What follows belongs to an exercise in optimizing a design on an open flow for small area, a short achievable clock period and few clock cycles; a production flow would make more cautious choices. Function was checked by simulation only, so behaviour that the tests miss may differ from the original. Power and IR drop assume default switching activity. No driver is modelled on the clock port, so clocking that relies on it looks cheaper here than on a real chip.

Design box3x3_star_detect_top, start of the top module:
module box3x3_star_detect_top (
   input  logic                           clock,
   input  logic                           reset,
   input  logic                           req_valid,
   output logic                           req_ready,
   input  logic [b3sd_pkg::PIX_W-1:0]     req_pixel,
   output logic                           rsp_valid,
   input  logic                           rsp_ready,
   output logic                           rsp_star,
   output logic                           rsp_end_of_row,
   output logic                           rsp_end_of_frame,
   input  logic                           csr_valid,
   output logic                           csr_ready,
   input  logic [b3sd_pkg::CSR_IDX_W-1:0] csr_index,
   input  logic [b3sd_pkg::CSR_DATA_W-1:0] csr_data
);
   localparam int PIX_W  = b3sd_pkg::PIX_W;
   localparam int LVL_W  = b3sd_pkg::LVL_W;
   localparam int VS_W   = 7;    
   localparam int QDEPTH = 2;    
  ...
export LEC_CHECK = 0
export CAP_MARGIN = 20
export CORE_MARGIN = 2
export CORE_UTILIZATION = 70
export CTS_CLUSTER_DIAMETER = 100
export CTS_CLUSTER_SIZE = 30
export SETUP_SLACK_MARGIN = 3.2
export SLEW_MARGIN = 20
create_clock -name core_clock -period 5.5 [get_ports {clock}]
standard.sh (not shown) runs the stock make flow with config.mk's settings and CLKGATE_MAP_FILE= SYNTH_SCRIPT=/design/flow/synth_recipe.tcl, a recipe that flattens the netlist after the stock synthesis.
==> flow/flow/run.sh <==
#!/bin/bash
# Standard layout with plain buffers on the ports and no CTS dummy loads.
set -euo pipefail
export BUFFER_PORTS_ARGS="-buffer_cell sky130_fd_sc_hd__buf_2"
export CTS_ARGS="-sink_clustering_enable -repair_clock_nets -dont_use_dummy_load -sink_clustering_size 30 -sink_clustering_max_diameter 100"
bash standard.sh > standard.log 2>&1
Testbench counts at the start, summed over its fixed seeds: cycles 49,168.
Change:
==> flow/run.sh (new file) <==
#!/bin/bash
# synth_recipe.tcl (not shown) runs the flow's synth.tcl, then flattens the netlist and writes it again
# the make line also repeats each setting of config.mk as NAME=value (left out here)
make -C /OpenROAD-flow-scripts/flow DESIGN_CONFIG=/design/flow/config.mk WORK_HOME=/design/flow/orfs CLKGATE_MAP_FILE= SYNTH_SCRIPT=/design/flow/synth_recipe.tcl finish
removed: flow/flow/run.sh
removed: flow/standard.sh
Combinational power went down slightly. Wire length went up by a few percent. Utilization went up by 0.42 points. Final cell count went up slightly. Setup slack improved by 34 ps. Power went up slightly. Hold slack improved by 23 ps. Design area went up slightly. Global-route usage went up by 0.41 points. Die area is unchanged.

========
== the previous run ==
box3x3_star_detect_top, a different RTL version from the one above (not shown whole).
For scale: about 2,000 cells after synthesis, roughly 29 I/O pins.
export LEC_CHECK = 0
export CAP_MARGIN = 20
export CORE_MARGIN = 2
export CORE_UTILIZATION = 70
export GPL_TIMING_DRIVEN = 1
export SETUP_SLACK_MARGIN = 3.2
export SLEW_MARGIN = 20
create_clock -name core_clock -period 5.5 [get_ports {clock}]
==> flow/flow/run.sh <==
#!/bin/bash
# Standard layout with plain buffers on the ports and no CTS dummy loads.
set -euo pipefail
export BUFFER_PORTS_ARGS="-buffer_cell sky130_fd_sc_hd__buf_2"
export CTS_ARGS="-sink_clustering_enable -repair_clock_nets -dont_use_dummy_load -sink_clustering_size 30 -sink_clustering_max_diameter 100"
bash standard.sh > standard.log 2>&1
Testbench counts of the previous run, summed over its fixed seeds: cycles 49,192.
Here is what was changed in the inputs of the current run compared with the previous run.
- GPL_TIMING_DRIVEN: 1 -> unset
- CTS_CLUSTER_DIAMETER: unset -> 100
- CTS_CLUSTER_SIZE: unset -> 30
Findings:
- The final layouts of the current run and the previous run pass the timing, design-rule and antenna checks.
- From the current run to the previous run, non-clock buffer instance count of the final layout did not move at all.
- The number of instances in the synthesized netlist of the current run and that of the previous run are within noise of each other.
- Routed wire length delta (the current run -> the previous run): insignificant
- The previous run → the current run: average footprint of a synthesized cell essentially unchanged, number of hold buffers added after CTS barely changed, sum of overflow across all layers after global routing now sits at about the same level, post-CTS repair timing setup buffer count saw little to no change, area of the mapped netlist comparable.
- From the current run to the previous run, simple-gate portion of the synthesized area did not move at all.
- As far as number of cells after detailed placement goes, the current run and the previous run are indistinguishable; the numbers are identical.

========
lane 1:
Starting RTL as in the previous note.
clock: 5.5 ns
lec_check: 0
cap_margin: 20
core_margin: 2
core_utilization: 70
place_density: 0.72
setup_slack_margin: 3.35
slew_margin: 20
Scripts as last shown in full above: flow/flow/run.sh
Lane 1: no failed stages, no open violations at the end
Testbench counts of lane 1, summed over its fixed seeds: cycles 49,192.
The following lists how lane 2 was set up differently from lane 1:
Settings: a change of SETUP_SLACK_MARGIN from 3.35 to 3.2.
==> comparison <==
- Lane 2 ended up with sky130_fd_sc_hd__dfxtp_1 as its cell type of the slowest stage on the worst timing path; lane 1 ended up with sky130_fd_sc_hd__dfxtp_4.
- Summary of lane 2 over lane 1: sum of routed wire segments on met1 up 140 microns, met2 usage down 0.37 points.
- The timing-limited maximum frequency on lane 1 is in line with that on lane 2.
- Between lane 2 and lane 1, the area of the die does not differ in any meaningful way.
- Compared with lane 1, in lane 2 sequential share of layout area now larger; final cell count comparable.

========
job 9868:
box3x3_star_detect_top, a different RTL version from the one above (not shown whole).
Size: about 1400 flip-flops, about 29 I/O pins.
==> flow/design.v (excerpt) <==
module box3x3_star_detect_top (
   input  logic                           clock,
   input  logic                           reset,
   input  logic                           req_valid,
   output logic                           req_ready,
   input  logic [b3sd_pkg::PIX_W-1:0]     req_pixel,
   output logic                           rsp_valid,
   input  logic                           rsp_ready,
   output logic                           rsp_star,
   output logic                           rsp_end_of_row,
   output logic                           rsp_end_of_frame,
   input  logic                           csr_valid,
   output logic                           csr_ready,
   input  logic [b3sd_pkg::CSR_IDX_W-1:0] csr_index,
   input  logic [b3sd_pkg::CSR_DATA_W-1:0] csr_data
);
   localparam int PIX_W  = b3sd_pkg::PIX_W;
   localparam int LVL_W  = b3sd_pkg::LVL_W;
   localparam int VS_W   = 7;    
   localparam int QDEPTH = 4;    
   localparam int CAP    = 4;    
   function automatic logic [10:0] inc11(input logic [10:0] x);
      logic [10:0] p;
      p = x;
      for (int d = 1; d < 11; d = d * 2) begin
         for (int i = 10; i >= d; i--) begin
            p[i] = p[i] & p[i-d];
         end
      end
      inc11 = x ^ {p[9:0], 1'b1};
   endfunction
   function automatic logic [10:0] dec11(input logic [10:0] x);
      logic [10:0] p;
      p = ~x;
      for (int d = 1; d < 11; d = d * 2) begin
         for (int i = 10; i >= d; i--) begin
            p[i] = p[i] & p[i-d];
         end
      end
      dec11 = x ^ {p[9:0], 1'b1};
   endfunction
   function automatic logic carry10(input logic [9:0] a, input logic [9:0] b);
      logic [9:0] g, p;
      g = a & b;
      p = a ^ b;
      for (int d = 1; d < 10; d = d * 2) begin
         for (int i = 9; i >= d; i--) begin
            g[i] = g[i] | (p[i] & g[i-d]);
            p[i] = p[i] & p[i-d];
         end
      end
      carry10 = g[9];
   endfunction
   function automatic logic [6:0] add7(input logic [6:0] a, input logic [6:0] b);
      logic [6:0] g, p, h;
      g = a & b;
      p = a ^ b;
      h = p;
      for (int d = 1; d < 7; d = d * 2) begin
         for (int i = 6; i >= d; i--) begin
            g[i] = g[i] | (p[i] & g[i-d]);
            p[i] = p[i] & p[i-d];
         end
      end
      add7 = h ^ {g[5:0], 1'b0};
   endfunction
  ...
Settings: LEC_CHECK=0, CAP_MARGIN=20, CORE_MARGIN=2, CORE_UTILIZATION=80, PLACE_DENSITY=0.86, SETUP_SLACK_MARGIN=3.2, SLEW_MARGIN=20; clock period 5.5 ns.
==> flow/flow/run.sh <==
#!/bin/bash
# Standard layout with plain buffers on the ports and no CTS dummy loads.
set -euo pipefail
export BUFFER_PORTS_ARGS="-buffer_cell sky130_fd_sc_hd__buf_2"
export CTS_ARGS="-sink_clustering_enable -repair_clock_nets -dont_use_dummy_load -sink_clustering_size 36 -sink_clustering_max_diameter 70"
bash standard.sh > standard.log 2>&1
FAIL job 9868 @ 3_5_place_dp: tool exited with error
Testbench counts of job 9868, summed over its fixed seeds: cycles 49,184.
The following lists how job 1705 was set up differently from job 9868:
==> flow/flow/run.sh <==
#!/bin/bash
# Standard layout with plain buffers on the ports and no CTS dummy loads.
set -euo pipefail
export BUFFER_PORTS_ARGS="-buffer_cell sky130_fd_sc_hd__buf_2"
export CTS_ARGS="-sink_clustering_enable -repair_clock_nets -dont_use_dummy_load -sink_clustering_size 30 -sink_clustering_max_diameter 100"
bash standard.sh > standard.log 2>&1
--- a/flow/config.mk
+++ b/flow/config.mk
@@ -8,6 +8,7 @@
 export CAP_MARGIN = 20
 export CORE_MARGIN = 2
-export CORE_UTILIZATION = 80
-export PLACE_DENSITY = 0.86
+export CORE_UTILIZATION = 70
+export CTS_CLUSTER_DIAMETER = 100
+export CTS_CLUSTER_SIZE = 30
 export SETUP_SLACK_MARGIN = 3.2
 export SLEW_MARGIN = 20
==> comparison <==
Status: synthesized flop and latch total parity (job 1705, job 9868)
Re synthesized cell count: no difference whatsoever between job 9868 and job 1705.
Going from job 9868 to job 1705, netlist area before placement barely changed; detailed-placement wirelength estimate dropped 43%; effective utilization at floorplan dropped 10 points; width of the chip climbed 6.8%.
There was hardly any difference in adder-cell share of the synthesized area between job 9868 and job 1705.
Job 1705 vs job 9868 — number of cell rows rose 5.
Share of the synthesized netlist area taken by xor and xnor gates: job 1705 vs job 9868 identical
Job 1705 completed; timing, DRC and antenna clean
## Diff of input files: job 9986 against job 1705
==> flow/flow/run.sh <==
#!/bin/bash
# Standard layout with plain buffers on the ports and no CTS dummy loads.
set -euo pipefail
export BUFFER_PORTS_ARGS="-buffer_cell sky130_fd_sc_hd__buf_2"
export CTS_ARGS="-sink_clustering_enable -repair_clock_nets -dont_use_dummy_load -sink_clustering_size 36 -sink_clustering_max_diameter 70"
bash standard.sh > standard.log 2>&1
--- a/flow/config.mk
+++ b/flow/config.mk
@@ -8,7 +8,7 @@
 export CAP_MARGIN = 20
 export CORE_MARGIN = 2
-export CORE_UTILIZATION = 70
-export CTS_CLUSTER_DIAMETER = 100
-export CTS_CLUSTER_SIZE = 30
+export CORE_UTILIZATION = 82
+export CTS_CLUSTER_DIAMETER = 70
+export CTS_CLUSTER_SIZE = 36
 export SETUP_SLACK_MARGIN = 3.2
 export SLEW_MARGIN = 20
Notes after the runs:
- What ended job 9986 was a tool error in 3_5_place_dp; the run never finished.
- The run showing the smaller starting utilization of the core area is job 1705.
- For async set-reset flop share out of synthesis, job 1705 and job 9986 come out practically identical.
- Taking job 1705 as the reference, in job 9986 final HPWL from detailed placement up 87%; number of storage elements in the synthesis netlist level; floorplan die height went down.
#### Input delta (job 1026 over job 9986)
==> flow/flow/run.sh <==
#!/bin/bash
# Standard layout with plain buffers on the ports and no CTS dummy loads.
set -euo pipefail
export BUFFER_PORTS_ARGS="-buffer_cell sky130_fd_sc_hd__buf_2"
export CTS_ARGS="-sink_clustering_enable -repair_clock_nets -dont_use_dummy_load -sink_clustering_size 30 -sink_clustering_max_diameter 100"
bash standard.sh > standard.log 2>&1
--- a/flow/config.mk
+++ b/flow/config.mk
@@ -9,6 +9,6 @@
 export CORE_MARGIN = 2
 export CORE_UTILIZATION = 82
-export CTS_CLUSTER_DIAMETER = 70
-export CTS_CLUSTER_SIZE = 36
+export CTS_CLUSTER_DIAMETER = 100
+export CTS_CLUSTER_SIZE = 30
 export SETUP_SLACK_MARGIN = 3.2
 export SLEW_MARGIN = 20
Results
In the summary table, job 1026 is marked failed, with error DPL-0033 raised in 3_5_place_dp.
[compare] base=job 9986 new=job 1026: weighted congestion reported at the end of routability-driven placement flat, share of the synthesized area in compound gates (AO/OA/AOI/OAI) held, area after synthesis level, y dimension of the die comparable.

-- static timing again, ports no longer ideal --
How much do the figures lean on ideal ports? The routed layouts below were timed once more, with nothing changed but the port constraints. Step 1 assumes that a clkbuf_16 drives the clock port and a buf_2 every other input. Step 2, shift: input delay + t, output delay - t, t = (earliest + latest rising clock arrival at the registers) / 2. This alone moves slack from input paths to output paths. Three values: no drivers, after step 1, after step 2; two values: the first two.
run	shift t [ns]	setup slack, ns	hold slack, ns	worst setup path at the end	slew at the worst register clock pin (ns)
the first run of note 1	0.667	3.167 / 3.167 / 2.655	0.298 / 0.298 / 0.298	input to register	0.13 / 0.13
the second run of note 1	0.678	3.201 / 3.198 / 2.561	0.321 / 0.321 / 0.321	input to register	0.11 / 0.11
the previous run	0.670	3.312 / 3.253 / 2.777	0.271 / 0.271 / 0.271	input to register	0.12 / 0.12
the current run	0.670	3.312 / 3.253 / 2.777	0.271 / 0.271 / 0.271	input to register	0.12 / 0.12
lane 1	0.672	3.318 / 3.261 / 2.820	0.270 / 0.270 / 0.270	input to register	0.12 / 0.12
lane 2	0.666	3.320 / 3.261 / 2.777	0.298 / 0.298 / 0.298	input to register	0.11 / 0.11
job 1705	0.666	3.263 / 3.206 / 2.682	0.287 / 0.287 / 0.287	input to register	0.12 / 0.12
After both steps setup and hold are still met in every run listed. For the second run of note 1, which loses most, drivers alone change the setup slack by -0.003 ns; drivers and shift together by -0.640 ns.
